This design comes from an exercise in tuning for small area, a short achievable clock period and few clock cycles on the open sky130 flow, not from production work. Function was checked by simulation only, so behaviour that the tests miss may differ from the original.

JK:
==> flow/design.v (excerpt) <==
module fp32_mac_core #(
   parameter logic [31:0] CANON_NAN = 32'h7FC00000
) (
   input  logic        CLK_I,
   input  logic        RSTL_I,
   input  logic        IN_VALID_I,
   input  logic [95:0] IN_DATA_I,
   output logic        IN_READY_O,
   output logic        OUT_VALID_O,
   input  logic        OUT_READY_I,
   output logic [31:0] OUT_DATA_O,
   output logic        OVERRUN_O
);
Settings: LEC_CHECK=0, CAP_MARGIN=20, CORE_MARGIN=2, CORE_UTILIZATION=60, CTS_BUF_LIST=sky130_fd_sc_hd__clkbuf_8, CTS_CLUSTER_DIAMETER=80, CTS_CLUSTER_SIZE=14, SLEW_MARGIN=20; clock period 10.0 ns.
standard.sh (not shown) runs the stock make flow with config.mk's settings and CLKGATE_MAP_FILE= SYNTH_SCRIPT=/design/flow/synth_recipe.tcl, a recipe that flattens the netlist after the stock synthesis.
==> flow/flow/run.sh <==
#!/bin/bash
# The standard layout (standard.sh: the standard synthesis and ORFS flow, unchanged), with
#  - a tighter setup target for the timing repair steps: repair_timing works until the setup
#    slack at the fixed 10 ns clock is at least SETUP_SLACK_MARGIN (flow/margin.txt);
#  - the smallest buffer cell for the port buffers (every port still gets its buffer; repair
#    may resize them).
set -euo pipefail
MARGIN=$(cat flow/margin.txt)
bash standard.sh SETUP_SLACK_MARGIN=$MARGIN "BUFFER_PORTS_ARGS=-buffer_cell sky130_fd_sc_hd__buf_1" finish > standard_flow.log 2>&1
==> flow/flow/margin.txt <==
6.3
Testbench counts of JK, summed over its fixed seeds: cycles 4,848.
Setup changes, JK to MS
Settings: a change of CORE_UTILIZATION from 60 to 40.
==> flow/flow/margin.txt <==
6.6
### Flow results
- Post-DP HPWL for MS: 2.0% down relative to JK
- There was hardly any difference in number of ports placed on the die boundary between JK and MS.
- Result for JK and MS: all clean
- Changes observed in MS relative to JK: row count increased 22%, number of buffers inserted by post-CTS setup repair increased 690%.
Changes in AL relative to MS:
==> flow/flow/margin.txt <==
6.3
==> comparison <==
- Taking MS as the reference, in AL global-route usage fell by 0.66 points, maximum frequency fell 0.87 MHz, final critical-path required period rose by 11 ps, setup slack lost 11 ps.
- Per the comparison of AL with MS, multi-input logic portion of the cell area now larger, total length of routed wires now smaller.
For TR, these inputs were changed with respect to AL:
Settings: ABC_AREA now 1, previously not set.
--- outcome ---
From TR to AL, level count of the clock H-tree did not move at all.
TR vs. AL: number of buffers added for setup after CTS decreased by 16 relative to the old numbers, die area increased by about 2.2% relative to the old numbers.
Higher global router's overall resource usage was reported by TR, not AL.
The final layouts of TR and AL pass the timing, DRC and antenna checks.
From AL to TR the numbers moved as follows: upper clock frequency limit saw a decrease, number of nets in the synthesized netlist saw an increase.
The following lists how PW was set up differently from TR:
Settings: CTS_CLUSTER_SIZE removed (was 14); CTS_BUF_LIST removed (was sky130_fd_sc_hd__clkbuf_8); CTS_CLUSTER_DIAMETER removed (was 80); ABC_AREA removed (was 1).
==> flow/flow/run.sh <==
#!/bin/bash
# The standard layout (standard.sh: the standard synthesis and ORFS flow, unchanged), with
#  - a tighter setup target for the timing repair steps: repair_timing works until the setup
#    slack at the fixed 10 ns clock is at least SETUP_SLACK_MARGIN (flow/margin.txt);
#  - the smallest buffer cell for the port buffers (every port still gets its buffer; repair
#    may resize them);
#  - clock tree synthesis with clkbuf_8 buffers, clusters of up to 14 sinks within 80 um,
#    and no dummy loads.
set -euo pipefail
MARGIN=$(cat flow/margin.txt)
CTS="-sink_clustering_enable -repair_clock_nets -dont_use_dummy_load -sink_clustering_size 14 -sink_clustering_max_diameter 80 -buf_list sky130_fd_sc_hd__clkbuf_8"
bash standard.sh SETUP_SLACK_MARGIN=$MARGIN "BUFFER_PORTS_ARGS=-buffer_cell sky130_fd_sc_hd__buf_1" "CTS_ARGS=$CTS" finish > standard_flow.log 2>&1
==> run notes <==
Simple-gate portion of the synthesized area: lower on PW. PW ended up with a lower slew at the pin with the worst max-slew slack than TR did. Between TR and PW, smallest hold slack is lower for TR, PW comes in above that. Sequential share of cell area down 0.22 points in PW wrt TR. Sort TR and PW by sequential area share after synthesis desc -> top: PW. Summary of PW over TR: total number of vias fell by 11%; fill cell instance count of the final layout down 6.7%; post-layout instance area rose by 290 µm².

---

Another version of the RTL of fp32_mac_core (not shown whole).
Size: about 500 flip-flops, about 140 I/O pins.
==> flow/config.mk <==
export PLATFORM = sky130hd
export DESIGN_NAME = fp32_mac_core
export DESIGN_NICKNAME = fp32_mac_core
export VERILOG_FILES = /design/flow/design.v
export SDC_FILE = /design/flow/constraint.sdc
export NUM_CORES = 4
export LEC_CHECK = 0
export CAP_MARGIN = 20
export CORE_MARGIN = 2
export CORE_UTILIZATION = 40
export CTS_BUF_LIST = sky130_fd_sc_hd__clkbuf_8
export CTS_CLUSTER_DIAMETER = 80
export CTS_CLUSTER_SIZE = 14
export SLEW_MARGIN = 20
==> flow/constraint.sdc <==
create_clock -name core_clock -period 10.0 [get_ports {CLK_I}]
set_input_delay 2.0000 -clock core_clock [delete_from_list [all_inputs] [get_ports {CLK_I}]]
set_output_delay 2.0000 -clock core_clock [all_outputs]
set_load 0.01 [all_outputs]
==> flow/flow/run.sh <==
#!/bin/bash
# The standard layout (standard.sh: the standard synthesis and ORFS flow, unchanged), with
#  - a tighter setup target for the timing repair steps: repair_timing works until the setup
#    slack at the fixed 10 ns clock is at least SETUP_SLACK_MARGIN (flow/margin.txt);
#  - the smallest buffer cell for the port buffers (every port still gets its buffer; repair
#    may resize them).
set -euo pipefail
MARGIN=$(cat flow/margin.txt)
bash standard.sh SETUP_SLACK_MARGIN=$MARGIN "BUFFER_PORTS_ARGS=-buffer_cell sky130_fd_sc_hd__buf_1" finish > standard_flow.log 2>&1
==> flow/flow/margin.txt <==
6.5
The baseline ran to the end with no violations.
Testbench counts at the start, summed over its fixed seeds: cycles 4,848.
Then changed:
==> flow/flow/margin.txt (replaced) <==
6.4
The changed run ran to the end with no violations.
Hold slack gets worse by 0.0041 ns.
Fmax came out higher by about 0.6%.
Utilization went down by 1.0 points.
Worst setup slack improves by 0.020 ns.
Via count decreases by 1.7%.
Register-to-register slack is better by 0.02 ns.
Wire length goes down by 2.3%.
Design area is lower by about 2.2%.

static timing again, ports no longer ideal:
The flow's constraints put no driver on any port. The routed layouts listed below were extracted and timed again, unchanged, in two steps.
Step 1, drivers: a clkbuf_16 drives CLK_I and a buf_2 each remaining input, both assumed.
Step 2 times the ports against the registers' clock, not the clock port: input delays grow and output delays shrink by t, the midpoint of the rising clock arrivals with the driver on.
Slacks: ideal ports / drivers / drivers and shift; pairs: ideal ports / drivers.
| run | t (ns) | setup slack, ns | worst register clock-pin slew, ns |
|---|---|---|---|
| JK | 0.708 | 6.349 / 6.349 / 6.349 | 0.10 / 0.10 |
| MS | 0.790 | 6.385 / 6.385 / 6.385 | 0.10 / 0.10 |
| AL | 0.774 | 6.373 / 6.373 / 6.371 | 0.10 / 0.10 |
| TR | 0.803 | 6.333 / 6.333 / 6.299 | 0.11 / 0.11 |
| PW | 0.734 | 6.302 / 6.302 / 6.302 | 0.10 / 0.10 |
| the first run of note 2 | 0.764 | 6.492 / 6.492 / 6.277 | 0.10 / 0.10 |
| the second run of note 2 | 0.752 | 6.512 / 6.460 / 6.394 | 0.10 / 0.10 |
After both steps every run listed still meets setup and hold. For the first run of note 2, which loses most, drivers alone change the setup slack by 0.000 ns; drivers and shift together by -0.215 ns.
